Context: an optimization exercise on an open-source flow, tuned for small area, a short achievable clock period and few clock cycles per item. The choices shown serve that exercise and are no tape-out recipe. Only simulation tests tie the RTL to the original design; equivalence was not proved. No activity file was given, so power comes from the tool's default toggle rates.

== run A ==
Design ooo_top, start of the top module:
module ooo_top (
   input  wire         clock,
   input  wire         reset,
   input  wire         dispatch_valid,
   input  wire  [2:0]  dispatch_op,
   input  wire  [3:0]  dispatch_rd,
   input  wire  [3:0]  dispatch_rs1,
   input  wire  [3:0]  dispatch_rs2,
   input  wire  [15:0] dispatch_imm,
   output logic        dispatch_ready,
   output logic        commit_valid,
   output logic [3:0]  commit_rd,
   output logic [31:0] commit_value
);
Size in the first run: roughly 5,100 cells after synthesis, ~0.052 sq mm of cells after synthesis.
export LEC_CHECK = 0
export CAP_MARGIN = 20
export CORE_MARGIN = 2
export CORE_UTILIZATION = 40
export CTS_CLUSTER_DIAMETER = 80
export CTS_CLUSTER_SIZE = 25
export PLACE_DENSITY = 0.65
export SETUP_SLACK_MARGIN = 5
export SLEW_MARGIN = 20
export TNS_END_PERCENT = 5
create_clock -name core_clock -period 8.0 [get_ports {clock}]
run.sh (not shown) runs the stock make flow with config.mk's settings and CLKGATE_MAP_FILE= SYNTH_SCRIPT=/design/flow/synth_recipe.tcl, a recipe that flattens the netlist after the stock synthesis.
The flow did not stop early for run A: all stages ran, and the layout cleared the timing, DRC and antenna checks.
Testbench counts of run A, summed over its fixed seeds: cycles 16,438, insts 16,000.
> inputs changed (run A -> run B)
Settings: CORE_UTILIZATION changed from 40 to 50; PLACE_DENSITY changed from 0.65 to 0.7; TNS_END_PERCENT changed from 5 to 0.
==> comparison <==
Diff run A -> run B: worst-case reg-to-reg path depth fell 5, share of the final layout cell area in multi-input gates moved up, combinational fraction of design power has decreased. Run A ended up with met5 as its highest routing layer actually used; run B ended up with met4. Cell count: run B lower than run A. Delta (run B minus run A): clock group power ~0 delta, power per cell area rose about 4.3%. Run B ended up with a higher share of the core filled with cells in the final layout than run A did. Run B: relative slew slack higher than run A. The lower placed cell area came out of run B. Share of final layout cell area taken by clock buffers and inverters ends up higher on run B.
For run C, these inputs were changed with respect to run B:
Settings: changing CORE_UTILIZATION from 50 to 40; changing PLACE_DENSITY from 0.7 to 0.85.
### Flow results
Going from run B to run C, the sequential fraction of design power was found to have gone up by 1.8 points.
In the flow results for run C and run B, the worst hold slack is larger on run B.
Compared with run B, run C shows number of cells in the design after placement that has gone up by a few percent.
Compared with run B, mean number of vias per cell in run C decreased slightly.
Peak ir drop on the vdd network: higher on run C
Going from run B to run C, power share of the combinational group has decreased; final critical-path setup slack has decreased; global-route usage has decreased; shortest clock period the worst path allows after layout has increased.

* * *

== red ==
Starting RTL as in the previous note.
clock: 8.0 ns
lec_check: 0
cap_margin: 20
core_margin: 2
core_utilization: 40
cts_cluster_diameter: 80
cts_cluster_size: 25
place_density: 0.5
setup_slack_margin: 5
slew_margin: 20
tns_end_percent: 0
Testbench counts of red, summed over its fixed seeds: cycles 16,438, insts 16,000.
Changes in blue relative to red:
Settings: CTS_CLUSTER_SIZE: 25 -> unset; CTS_CLUSTER_DIAMETER: 80 -> unset.
Comparing red and blue, the lower setup slack is on red.
Diff red -> blue: post-CTS setup buffer count moved up, clock buffer count moved up, count of H-tree levels built during CTS moved up, total wire length moved up.
For blue, the source of the critical timing path was w_val[3], unlike red, where it was d_b_m.
For green, these inputs were changed with respect to blue:
Settings: CTS_CLUSTER_DIAMETER now 80, previously not set; CTS_CLUSTER_SIZE now 30, previously not set.
Findings:
Per the comparison of green with blue, slack of the critical path shows a reduction of 0.035 ns, worst endpoint required time moved down. Comparing green against blue, there is no change at all in peak fanout along the critical path. The lower total vias in the final route came out of green. The routed wire length reported for green is smaller than that of blue by about 0.5%.
The inputs of orange differ from those of green as listed below.
Settings: setting GPL_ROUTABILITY_DRIVEN to 0 for the first time; changing CTS_CLUSTER_SIZE from 30 to 25.
==> comparison <==
orange vs. green: power per cell area neither gained nor lost much, actual transition at the worst max-transition pin picked up an extra 0.023 ns, power neither gained nor lost much, first-iteration DRC count picked up an extra 99, setup slack lost 0.0047 ns. | count of placed standard cells in the final layout, fillers left out | green vs orange | ≈ equal |. Final design instance area without fill: green vs orange, no meaningful difference. Compared to green, orange has final critical path time including I/O delays and setup 0.0047 ns higher.

* * *

## old
ooo_top again, from the RTL that the note above started with.
Settings: LEC_CHECK=0, CAP_MARGIN=5, CORE_MARGIN=2, CORE_UTILIZATION=40, CTS_CLUSTER_DIAMETER=80, CTS_CLUSTER_SIZE=25, PLACE_DENSITY=0.65, SETUP_SLACK_MARGIN=5, SLEW_MARGIN=5, TNS_END_PERCENT=0; clock period 8.0 ns.
old was carried through to the last stage, and its layout satisfied the timing, DRC and antenna checks.
Testbench counts of old, summed over its fixed seeds: cycles 16,438, insts 16,000.
#### Input delta (new over old)
Settings: CAP_MARGIN: 5 -> 20; SLEW_MARGIN: 5 -> 20; PLACE_DENSITY: 0.65 -> 0.75.
[summary]
Each of the runs, namely new and old, reached the end of the flow and came out clean. new against old: minimum period implied by the final worst setup slack went up by 0.011 ns; total power went down by 0.59%. Number of cells upsized or downsized after cts was higher in new than in old. Max via count across new and old: new.

[port drivers added, routing unchanged]
The flow's constraints put no driver on any port. The routed layouts listed below were extracted and timed again, unchanged, in two steps.
Step 1 assumes that a clkbuf_16 drives the clock port and a buf_2 every other input.
Step 2 also shifts input and output timing later by t, the mid clock arrival at the registers, as if the neighbouring blocks saw the same clock.
Slacks: ideal / step 1 / step 2; pairs: ideal / step 1.
run | shift t [ns] | slack for setup (ns) | worst register clock-pin slew, ns | worst data-port slew with drivers (ns) | pins driven straight from the clock port
run A | 0.754 | 4.170 / 4.170 / 4.170 | 0.11 / 0.11 | 0.06 | 1
run B | 0.750 | 4.147 / 4.147 / 4.147 | 0.11 / 0.11 | 0.04 | 1
run C | 0.719 | 4.134 / 4.134 / 4.134 | 0.10 / 0.10 | 0.04 | 1
red | 0.766 | 4.107 / 4.107 / 4.107 | 0.11 / 0.11 | 0.04 | 1
blue | 0.778 | 4.147 / 4.134 / 4.147 | 0.07 / 0.07 | 0.04 | 1
green | 0.762 | 4.112 / 4.112 / 4.112 | 0.12 / 0.12 | 0.04 | 1
orange | 0.766 | 4.107 / 4.107 / 4.107 | 0.11 / 0.11 | 0.04 | 1
old | 0.733 | 4.232 / 4.232 / 4.232 | 0.11 / 0.11 | 0.05 | 1
new | 0.742 | 4.221 / 4.221 / 4.221 | 0.10 / 0.10 | 0.05 | 1
After both steps every run listed still meets setup and hold.
